What follows belongs to an exercise in optimizing a design on an open flow for small area; a production flow would make more cautious choices.
The RTL was checked by simulation tests, not by an equivalence proof against the original design.
The clock port is modelled as an ideal driver, which makes a skipped or thinned clock tree look cheaper than it is; a real chip needs a root buffer or a tree.
Power figures rest on the tool's default switching activity, not on a simulated workload.

==> flow/design.v (excerpt) <==
module serial_link_top (
  input  wire logic       clk,
  input  wire logic       rst_n,
  input  wire logic       rxd,
  input  wire logic [7:0] sw,
  output logic            txd,
  output logic [7:0]      led
);
Size in the first run: ~2300 flip-flops, ~20 I/O pins, ~48000 um^2 of cells after synthesis.
==> flow/config.mk <==
export PLATFORM = sky130hd
export DESIGN_NAME = serial_link_top
export DESIGN_NICKNAME = serial_link_top
export VERILOG_FILES = /design/flow/design.v
export SDC_FILE = /design/flow/constraint.sdc
export NUM_CORES = 4
export LEC_CHECK = 0
export CAP_MARGIN = 20
export CORE_MARGIN = 2
export CORE_UTILIZATION = 60
export SLEW_MARGIN = 20
==> flow/constraint.sdc <==
create_clock -name core_clock -period 10.0 [get_ports {clk}]
set_input_delay 2.0000 -clock core_clock [delete_from_list [all_inputs] [get_ports {clk}]]
set_output_delay 2.0000 -clock core_clock [all_outputs]
set_load 0.01 [all_outputs]
standard.sh (not shown) runs the stock make flow with config.mk's settings and CLKGATE_MAP_FILE= SYNTH_SCRIPT=/design/flow/synth_recipe.tcl, a recipe that flattens the netlist after the stock synthesis.
==> flow/flow/run.sh <==
#!/bin/bash
# The standard layout (standard.sh), with two changes:
# - clock tree synthesis adds no dummy loads, clusters up to 38 flip-flops on
#   each clkbuf_16 leaf buffer and builds the upper tree from small buffers;
# - the port buffers are buf_1 cells.
set -euo pipefail
export CTS_ARGS="-sink_clustering_enable -repair_clock_nets -dont_use_dummy_load -buf_list {sky130_fd_sc_hd__clkbuf_2 sky130_fd_sc_hd__clkbuf_4} -sink_clustering_buffer sky130_fd_sc_hd__buf_12 -sink_clustering_size 36 -sink_clustering_max_diameter 70"
export BUFFER_PORTS_ARGS="-buffer_cell sky130_fd_sc_hd__buf_1"
bash standard.sh > standard.log 2>&1
The first run completed without violations.
Then changed:
==> flow/flow/run.sh (replaced) <==
#!/bin/bash
# Standard layout, with clock tree synthesis told not to add dummy loads and to
# use larger sink clusters of clkbuf_16.
set -euo pipefail
export CTS_ARGS="-sink_clustering_enable -repair_clock_nets -dont_use_dummy_load -buf_list {sky130_fd_sc_hd__clkbuf_4 sky130_fd_sc_hd__clkbuf_8} -sink_clustering_buffer sky130_fd_sc_hd__clkbuf_16 -sink_clustering_size 38 -sink_clustering_max_diameter 70"
export BUFFER_PORTS_ARGS="-buffer_cell sky130_fd_sc_hd__buf_1"
bash standard.sh > standard.log 2>&1
After rerunning: The changed run finished with timing, DRC and antenna clean; die area does not change; count of clock-buffer cells in the layout shrinks by 3; flip-flop and latch count does not change; via count hardly moves; sequential share of layout area shrinks by 0.55 points; design area grows by 0.62%.
Then changed:
==> flow/flow/run.sh (replaced) <==
#!/bin/bash
# The standard layout (standard.sh), with two changes:
# - clock tree synthesis adds no dummy loads, clusters up to 38 flip-flops on
#   each clkbuf_16 leaf buffer and builds the upper tree from small buffers;
# - the port buffers are buf_1 cells.
set -euo pipefail
export CTS_ARGS="-sink_clustering_enable -repair_clock_nets -dont_use_dummy_load -buf_list {sky130_fd_sc_hd__clkbuf_2 sky130_fd_sc_hd__clkbuf_4} -sink_clustering_buffer sky130_fd_sc_hd__buf_4 -sink_clustering_size 14 -sink_clustering_max_diameter 40"
export BUFFER_PORTS_ARGS="-buffer_cell sky130_fd_sc_hd__buf_1"
bash standard.sh > standard.log 2>&1
Critical path depth falls by 6.
Hold slack is worse by 13 ps.
Synthesized cell count does not change.
Routed wire length went up by 2.6%.
Power drops by 1.9%.
Die area is unchanged.
Cell count increases by 3.1%.
Area after synthesis is unchanged.
Then changed:
--- a/flow/flow/run.sh
+++ b/flow/flow/run.sh
@@ -7 +7 @@
-export CTS_ARGS="-sink_clustering_enable -repair_clock_nets -dont_use_dummy_load -buf_list {sky130_fd_sc_hd__clkbuf_2 sky130_fd_sc_hd__clkbuf_4} -sink_clustering_buffer sky130_fd_sc_hd__buf_4 -sink_clustering_size 14 -sink_clustering_max_diameter 40"
+export CTS_ARGS="-sink_clustering_enable -repair_clock_nets -dont_use_dummy_load -buf_list {sky130_fd_sc_hd__clkbuf_2 sky130_fd_sc_hd__clkbuf_4} -sink_clustering_buffer sky130_fd_sc_hd__clkbuf_16 -sink_clustering_size 38 -sink_clustering_max_diameter 70"
Non-clock buffer count does not change.
Die area does not change.
Via count is lower by 3.6%.
Worst setup slack improves by 77 ps.
Synthesized cell count stays the same.
Register-to-register slack improves by 40 ps.
Final area is higher by 0.49%.
Then changed:
--- a/flow/flow/run.sh
+++ b/flow/flow/run.sh
@@ -7 +7 @@
-export CTS_ARGS="-sink_clustering_enable -repair_clock_nets -dont_use_dummy_load -buf_list {sky130_fd_sc_hd__clkbuf_2 sky130_fd_sc_hd__clkbuf_4} -sink_clustering_buffer sky130_fd_sc_hd__clkbuf_16 -sink_clustering_size 38 -sink_clustering_max_diameter 70"
+export CTS_ARGS="-sink_clustering_enable -repair_clock_nets -dont_use_dummy_load -buf_list {sky130_fd_sc_hd__clkbuf_2 sky130_fd_sc_hd__clkbuf_4} -sink_clustering_buffer sky130_fd_sc_hd__buf_6 -sink_clustering_size 20 -sink_clustering_max_diameter 50"
The changed run completed with no timing, DRC or antenna violations.
First-iteration DRC count falls by 12%.
Non-clock buffer count does not change.
Global-route usage is higher by 0.39 points.
Synthesized cell count stays the same.
Setup slack gets worse by 50 ps.
Fmax shrinks by 1.4%.
Critical path depth came out lower by 6.
Sequential share of layout area increases by 0.29 points.
Hold slack is better by 5.9 ps.
Via count goes up by 2.3%.

---

serial_link_top, a different RTL version from the one above (not shown whole).
Size in the first run: roughly 2700 cells after synthesis, about 2300 flip-flops, roughly 20 I/O pins, ~48000 um2 of cells after synthesis.
clock: 10.0 ns
lec_check: 0
cap_margin: 20
core_margin: 2
core_utilization: 60
slew_margin: 20
==> flow/flow/run.sh <==
#!/bin/bash
set -euo pipefail
export CTS_ARGS="-sink_clustering_enable -repair_clock_nets -dont_use_dummy_load -buf_list {sky130_fd_sc_hd__clkbuf_8 sky130_fd_sc_hd__clkbuf_16} -sink_clustering_buffer sky130_fd_sc_hd__buf_4 -sink_clustering_size 14 -sink_clustering_max_diameter 40"
export BUFFER_PORTS_ARGS="-buffer_cell sky130_fd_sc_hd__buf_1"
export POST_CTS_TCL="$PWD/flow/post_cts.tcl"
bash standard.sh > standard.log 2>&1
==> flow/flow/post_cts.tcl <==
# Turn every leaf clock buffer (buf_4) into an inverter (inv_4), which drives
# the same load from less area, and put one more inverter between the clock
# port and the root of the tree, so every flip-flop still sees the clock with
# its own polarity.
set block [ord::get_db_block]
set db [ord::get_db]
set inv [$db findMaster sky130_fd_sc_hd__inv_4]
set n 0
foreach inst [$block getInsts] {
  if {[[$inst getMaster] getName] ne "sky130_fd_sc_hd__buf_4"} { continue }
  if {![string match "clkbuf_leaf_*" [$inst getName]]} { continue }
  set nin [[$inst findITerm A] getNet]
  set nout [[$inst findITerm X] getNet]
  set loc [$inst getLocation]
  set name [$inst getName]
  odb::dbInst_destroy $inst
  set ni [odb::dbInst_create $block $inv $name]
  $ni setLocation [lindex $loc 0] [lindex $loc 1]
  $ni setPlacementStatus PLACED
  [$ni findITerm A] connect $nin
  [$ni findITerm Y] connect $nout
  incr n
}
puts "post_cts: $n leaf buffers turned into inverters"

# root inverter: clk port -> clkinv -> old root buffer
set clknet [$block findNet clk]
set root ""
foreach it [$clknet getITerms] {
  if {[$it isInputSignal] || [[$it getMTerm] getIoType] eq "INPUT"} { set root [$it getInst] }
}
if {$root eq ""} { error "post_cts: no root buffer on clk" }
set rnet [odb::dbNet_create $block clk_root_n]
$rnet setSigType CLOCK
set rin [$root findITerm A]
$rin disconnect
$rin connect $rnet
set ri [odb::dbInst_create $block [$db findMaster sky130_fd_sc_hd__clkinv_4] clkinv_root]
set loc [$root getLocation]
$ri setLocation [lindex $loc 0] [lindex $loc 1]
$ri setPlacementStatus PLACED
[$ri findITerm A] connect $clknet
[$ri findITerm Y] connect $rnet
puts "post_cts: root inverter before [$root getName]"

detailed_placement
check_placement -verbose
estimate_parasitics -placement
repair_timing -hold
detailed_placement
check_placement -verbose
report_checks -path_delay min -format full_clock_expanded -group_path_count 1
Next try:
==> flow/flow/run.sh (replaced) <==
#!/bin/bash
# The standard layout (standard.sh), with these changes:
# - clock tree synthesis adds no dummy loads, drives clusters of up to 14
#   flip-flops from buf_4 leaf buffers and builds the upper tree from small
#   clock buffers;
# - after clock tree synthesis, flow/post_cts.tcl turns each leaf buffer into
#   an inverter and adds one inverter at the root, so the flip-flops still see
#   the clock's own polarity;
# - the port buffers are buf_1 cells.
# Each tool's output is in orfs/logs; make's own output is in standard.log.
set -euo pipefail
export CTS_ARGS="-sink_clustering_enable -repair_clock_nets -dont_use_dummy_load -buf_list {sky130_fd_sc_hd__clkbuf_4 sky130_fd_sc_hd__clkbuf_8} -sink_clustering_buffer sky130_fd_sc_hd__buf_4 -sink_clustering_size 14 -sink_clustering_max_diameter 40"
export BUFFER_PORTS_ARGS="-buffer_cell sky130_fd_sc_hd__buf_1"
export POST_CTS_TCL="$PWD/flow/post_cts.tcl"
bash standard.sh > standard.log 2>&1
What happened:
- The changed run finished clean
- flip-flop and latch count is unchanged
- hold slack gets worse by 0.035 ns
- clock skew went up by 0.035 ns
- global-route usage hardly moves
- wire length is lower by 0.76%
- first-iteration DRC count is higher by 2.9%
- total power goes down by 1.5%
- setup slack loses 0.050 ns
- cell area came out lower by 0.37%
Next try:
--- a/flow/flow/run.sh
+++ b/flow/flow/run.sh
@@ -11,3 +11,3 @@
 set -euo pipefail
-export CTS_ARGS="-sink_clustering_enable -repair_clock_nets -dont_use_dummy_load -buf_list {sky130_fd_sc_hd__clkbuf_4 sky130_fd_sc_hd__clkbuf_8} -sink_clustering_buffer sky130_fd_sc_hd__buf_4 -sink_clustering_size 14 -sink_clustering_max_diameter 40"
+export CTS_ARGS="-sink_clustering_enable -repair_clock_nets -dont_use_dummy_load -buf_list {sky130_fd_sc_hd__clkbuf_4 sky130_fd_sc_hd__clkbuf_8} -sink_clustering_buffer sky130_fd_sc_hd__buf_6 -sink_clustering_size 20 -sink_clustering_max_diameter 50"
 export BUFFER_PORTS_ARGS="-buffer_cell sky130_fd_sc_hd__buf_1"
--- a/flow/flow/post_cts.tcl
+++ b/flow/flow/post_cts.tcl
@@ -6,6 +6,8 @@
 set db [ord::get_db]
-set inv [$db findMaster sky130_fd_sc_hd__inv_4]
+array set to_inv {sky130_fd_sc_hd__buf_4 sky130_fd_sc_hd__inv_4 sky130_fd_sc_hd__buf_6 sky130_fd_sc_hd__inv_6 sky130_fd_sc_hd__buf_8 sky130_fd_sc_hd__inv_8}
 set n 0
 foreach inst [$block getInsts] {
-  if {[[$inst getMaster] getName] ne "sky130_fd_sc_hd__buf_4"} { continue }
+  set mname [[$inst getMaster] getName]
+  if {![info exists to_inv($mname)]} { continue }
+  set inv [$db findMaster $to_inv($mname)]
   if {![string match "clkbuf_leaf_*" [$inst getName]]} { continue }
@@ -48,2 +50,44 @@
 estimate_parasitics -placement
+
+# Size each leaf inverter to the smallest one that keeps the slew at its
+# flip-flop clock pins under the target.
+set target 0.118
+set sizes {sky130_fd_sc_hd__inv_2 sky130_fd_sc_hd__inv_4 sky130_fd_sc_hd__inv_6 sky130_fd_sc_hd__inv_8 sky130_fd_sc_hd__inv_12}
+proc leaf_slew {netname} {
+  set w 0.0
+  foreach p [get_pins -of_objects [get_nets $netname]] {
+    foreach e {rise fall} {
+      set s [get_property $p slew_max_$e]
+      if {[string is double -strict $s] && $s > $w} { set w $s }
+    }
+  }
+  return $w
+}
+set hist {}
+foreach inst [$block getInsts] {
+  if {![string match "clkbuf_leaf_*" [$inst getName]]} { continue }
+  set name [$inst getName]
+  set net [[[$inst findITerm Y] getNet] getName]
+  set chosen ""
+  foreach sz $sizes {
+    replace_cell $name $sz
+    if {[leaf_slew $net] <= $target} { set chosen $sz; break }
+  }
+  if {$chosen eq ""} { set chosen [lindex $sizes end] }
+  lappend hist $chosen
+}
+foreach sz $sizes { puts "post_cts: [llength [lsearch -all $hist $sz]] leaves of $sz" }
+# the tree's slews changed with the leaf input loads: check every leaf again
+foreach inst [$block getInsts] {
+  if {![string match "clkbuf_leaf_*" [$inst getName]]} { continue }
+  set name [$inst getName]
+  set net [[[$inst findITerm Y] getNet] getName]
+  while {[leaf_slew $net] > $target} {
+    set cur [[$inst getMaster] getName]
+    set i [lsearch $sizes $cur]
+    if {$i < 0 || $i == [llength $sizes] - 1} { break }
+    replace_cell $name [lindex $sizes [expr {$i + 1}]]
+    set inst [$block findInst $name]
+  }
+}
 repair_timing -hold
Effect: With this change the flow ended with an error in 4_1_cts; area after synthesis stays the same; synthesized cell count is unchanged.
The clock cells of the first and second runs of this note come from the design's own scripts or RTL, not from TritonCTS.

---

Another version of the RTL of serial_link_top (not shown whole).
For scale: ~2700 cells after synthesis, about 2300 flip-flops, ~20 I/O pins, about 49000 um2 of cells after synthesis.
clock: 10.0 ns
lec_check: 0
cap_margin: 20
core_margin: 2
core_utilization: 60
cts_buf_list: sky130_fd_sc_hd__clkbuf_16
cts_cluster_diameter: 80
cts_cluster_size: 36
slew_margin: 20
run.sh (not shown) runs the stock make flow with config.mk's settings and CLKGATE_MAP_FILE= SYNTH_SCRIPT=/design/flow/synth_recipe.tcl, a recipe that flattens the netlist after the stock synthesis.
Stock flow here: none of the scripts above is used.
The baseline ran to the end with no violations.
Then changed:
==> flow/flow/run.sh (new file) <==
#!/bin/bash
# Standard layout, with clock tree synthesis told not to add dummy loads and to
# use larger sink clusters of clkbuf_16.
set -euo pipefail
export CTS_ARGS="-sink_clustering_enable -repair_clock_nets -dont_use_dummy_load -buf_list sky130_fd_sc_hd__clkbuf_16 -sink_clustering_size 36 -sink_clustering_max_diameter 80"
bash standard.sh > standard.log 2>&1
==> flow/standard.sh (new file) <==
#!/bin/bash
# synth_recipe.tcl (not shown) runs the flow's synth.tcl, then flattens the netlist and writes it again
# the make line also repeats each setting of config.mk as NAME=value (left out here)
make -C /OpenROAD-flow-scripts/flow DESIGN_CONFIG=/design/flow/config.mk WORK_HOME=/design/flow/orfs CLKGATE_MAP_FILE= SYNTH_SCRIPT=/design/flow/synth_recipe.tcl "${@:-finish}"
--- a/flow/config.mk
+++ b/flow/config.mk
@@ -10,5 +10,2 @@
 export CORE_UTILIZATION = 60
-export CTS_BUF_LIST = sky130_fd_sc_hd__clkbuf_16
-export CTS_CLUSTER_DIAMETER = 80
-export CTS_CLUSTER_SIZE = 36
 export SLEW_MARGIN = 20
removed: flow/run.sh
What happened: The new run produced a clean layout. Setup slack got worse by 0.032 ns. Sequential power stays flat. Maximum frequency came out lower by 0.88%. Cell area fell by 0.46%.

---

Setup of run 1:
RTL: one of the versions met above, not the one the previous note started from.
Size in the first run: about 2700 cells after synthesis, ~20 I/O pins, ~48000 µm² of cells after synthesis.
clock: 10.0 ns
lec_check: 0
cap_margin: 20
core_margin: 2
core_utilization: 60
slew_margin: 20
standard.sh (not shown) runs the stock make flow with config.mk's settings and CLKGATE_MAP_FILE= SYNTH_SCRIPT=/design/flow/synth_recipe.tcl, a recipe that flattens the netlist after the stock synthesis.
==> flow/flow/run.sh <==
#!/bin/bash
# The standard layout (standard.sh), with two changes:
# - clock tree synthesis adds no dummy loads, clusters up to 38 flip-flops on
#   each clkbuf_16 leaf buffer and builds the upper tree from small buffers;
# - the port buffers are buf_1 cells.
set -euo pipefail
export CTS_ARGS="-sink_clustering_enable -repair_clock_nets -dont_use_dummy_load -buf_list {sky130_fd_sc_hd__clkbuf_2 sky130_fd_sc_hd__clkbuf_4} -sink_clustering_buffer sky130_fd_sc_hd__buf_12 -sink_clustering_size 34 -sink_clustering_max_diameter 70"
export BUFFER_PORTS_ARGS="-buffer_cell sky130_fd_sc_hd__buf_1"
bash standard.sh > standard.log 2>&1
Run 1 reached the final stage; the timing, design-rule and antenna checks on its layout passed.
Input changes introduced in run 2 (baseline for comparison: run 1):
==> flow/flow/run.sh <==
#!/bin/bash
# Standard layout, with clock tree synthesis told not to add dummy loads and to
# use larger sink clusters of clkbuf_16.
set -euo pipefail
export CTS_ARGS="-sink_clustering_enable -repair_clock_nets -dont_use_dummy_load -buf_list {sky130_fd_sc_hd__clkbuf_2 sky130_fd_sc_hd__clkbuf_4} -sink_clustering_buffer sky130_fd_sc_hd__clkbuf_16 -sink_clustering_size 38 -sink_clustering_max_diameter 70"
export BUFFER_PORTS_ARGS="-buffer_cell sky130_fd_sc_hd__buf_1"
bash standard.sh > standard.log 2>&1
Results
Run 2 vs run 1 — detail-routed net length per standard cell dropped slightly. Run 2 and run 1 ended up with nearly the same number of failing setup endpoints in the final timing report. Final period utilization, run 2 and run 1: smaller value in run 2. Re HPWL after detailed placement: no difference whatsoever between run 2 and run 1.
The inputs of run 3 differ from those of run 2 as listed below.
==> flow/flow/run.sh <==
#!/bin/bash
# Standard layout, with clock tree synthesis told not to add dummy loads and to
# use larger sink clusters of clkbuf_16.
set -euo pipefail
export CTS_ARGS="-sink_clustering_enable -repair_clock_nets -dont_use_dummy_load -buf_list sky130_fd_sc_hd__clkbuf_16 -sink_clustering_size 38 -sink_clustering_max_diameter 70"
export BUFFER_PORTS_ARGS="-buffer_cell sky130_fd_sc_hd__buf_1"
bash standard.sh > standard.log 2>&1
## What came out
Run 3 and run 2 ended up with nearly the same wire length.
Via count across run 3 and run 2: no real change.
Between run 3 and run 2, the via count of the first global-routing pass does not differ in any meaningful way.
Design area: run 3 vs run 2, no meaningful difference
From run 2 to run 3 the numbers moved as follows: setup slack decreased 0.0055 ns, maximum clock frequency was more or less identical.
What run 4 does differently from run 3 at the input level:
==> flow/flow/run.sh <==
#!/bin/bash
# The standard layout (standard.sh), with two changes:
# - clock tree synthesis adds no dummy loads, clusters up to 38 flip-flops on
#   each clkbuf_16 leaf buffer and builds the upper tree from small buffers;
# - the port buffers are buf_1 cells.
set -euo pipefail
export CTS_ARGS="-sink_clustering_enable -repair_clock_nets -dont_use_dummy_load -buf_list {sky130_fd_sc_hd__clkbuf_2 sky130_fd_sc_hd__clkbuf_4} -sink_clustering_buffer sky130_fd_sc_hd__clkbuf_16 -sink_clustering_size 36 -sink_clustering_max_diameter 70"
export BUFFER_PORTS_ARGS="-buffer_cell sky130_fd_sc_hd__buf_1"
bash standard.sh > standard.log 2>&1
## What came out
Taking run 3 as the reference, in run 4 wire length of the first global-routing pass closely matched the old numbers, final area closely matched the old numbers, global-route usage closely matched the old numbers, post-route fraction of the period consumed by the critical path increased by 0.19 points relative to the old numbers. Higher growth of design area from synthesis to finish among run 4 and run 3: run 3. Transition time at the pin with the least slew margin was lower in the run labelled run 3. Looking at run 4 and run 3, the longest individual stage delay on the worst path is a wash. Status: met2 global-route usage parity (run 3, run 4). Smallest setup slack after layout (lower): run 4. The run showing the smaller clock latency at the later pin of the worst-skew pair is run 3. Looking at total power, run 4 sits 100 µW lower than run 3 does.
Setup changes, run 4 to run 5
==> flow/flow/run.sh <==
#!/bin/bash
# The standard layout (standard.sh), with two changes:
# - clock tree synthesis adds no dummy loads, drives clusters of up to 14
#   flip-flops from buf_4 leaf buffers and builds the upper tree from small
#   clock buffers;
# - the port buffers are buf_1 cells.
set -euo pipefail
export CTS_ARGS="-sink_clustering_enable -repair_clock_nets -dont_use_dummy_load -buf_list {sky130_fd_sc_hd__clkbuf_2 sky130_fd_sc_hd__clkbuf_4} -sink_clustering_buffer sky130_fd_sc_hd__buf_4 -sink_clustering_size 14 -sink_clustering_max_diameter 40"
export BUFFER_PORTS_ARGS="-buffer_cell sky130_fd_sc_hd__buf_1"
bash standard.sh > standard.log 2>&1
## What came out
Run 4 consumes more power than run 5.
| worst hold margin | run 5 vs run 4 | better |
Of run 4 and run 5, the run reporting the higher ratio of final minimum period to clock period was run 5.
Compared with run 4, run 5 shows a lower critical path depth.
Comparing clock network fraction of design power for run 4 and run 5, the bigger number came from run 4.
Run 5 vs run 4: via count of the routed design up
Diff run 4..run 5 | share of cell area taken by multi-input logic gates | negligible
In run 5 the post-route worst setup slack turned out 0.052 ns lower than in run 4.

## re-timing with driven ports
The flow's constraints put no driver on any port. The routed layouts listed below were extracted and timed again, unchanged, in two steps. Step 1, drivers: a clkbuf_16 drives clk and a buf_2 each remaining input, both assumed. Step 2 also shifts input and output timing later by t, the mid clock arrival at the registers, as if the neighbouring blocks saw the same clock. Three values: no drivers, after step 1, after step 2; two values: the first two.
run | t (ns) | slack for setup (ns) | hold WS [ns] | worst setup path after step 2 | pins driven straight from the clock port
the first run of note 1 | 0.959 | 6.535 / 6.532 / 6.535 | 0.199 / 0.199 / 0.199 | register to register | 1
the second run of note 1 | 0.756 | 6.553 / 6.553 / 6.553 | 0.259 / 0.259 / 0.259 | register to register | 1
the third run of note 1 | 1.021 | 6.489 / 6.425 / 6.532 | 0.246 / 0.246 / 0.246 | register to register | 1
the fourth run of note 1 | 0.977 | 6.566 / 6.522 / 6.566 | 0.224 / 0.224 / 0.224 | register to register | 1
the fifth run of note 1 | 1.016 | 6.516 / 6.452 / 6.535 | 0.230 / 0.230 / 0.230 | register to register | 1
the first run of note 2 | 0.699 | 6.557 / 6.557 / 6.557 | 0.281 / 0.281 / 0.281 | register to register | 1
the second run of note 2 | 0.769 | 6.507 / 6.507 / 6.507 | 0.246 / 0.246 / 0.246 | register to register | 1
the first run of note 3 | 0.704 | 6.427 / 6.364 / 5.793 | 0.312 / 0.312 / 0.312 | input to register | 1
the second run of note 3 | 0.666 | 6.395 / 6.418 / 5.770 | 0.271 / 0.271 / 0.271 | input to register | 1
run 1 | 0.961 | 6.545 / 6.526 / 6.545 | 0.214 / 0.214 / 0.214 | register to register | 1
run 2 | 0.977 | 6.566 / 6.522 / 6.566 | 0.224 / 0.224 / 0.224 | register to register | 1
run 3 | 0.671 | 6.560 / 6.560 / 6.560 | 0.262 / 0.262 / 0.262 | register to register | 1
run 4 | 0.987 | 6.541 / 6.492 / 6.541 | 0.228 / 0.228 / 0.228 | register to register | 1
run 5 | 1.021 | 6.489 / 6.425 / 6.532 | 0.246 / 0.246 / 0.246 | register to register | 1
After both steps setup and hold are still met in every run listed. The setup slack of the first run of note 3, which loses most, moves by -0.063 ns with the drivers and by -0.634 ns with both steps.
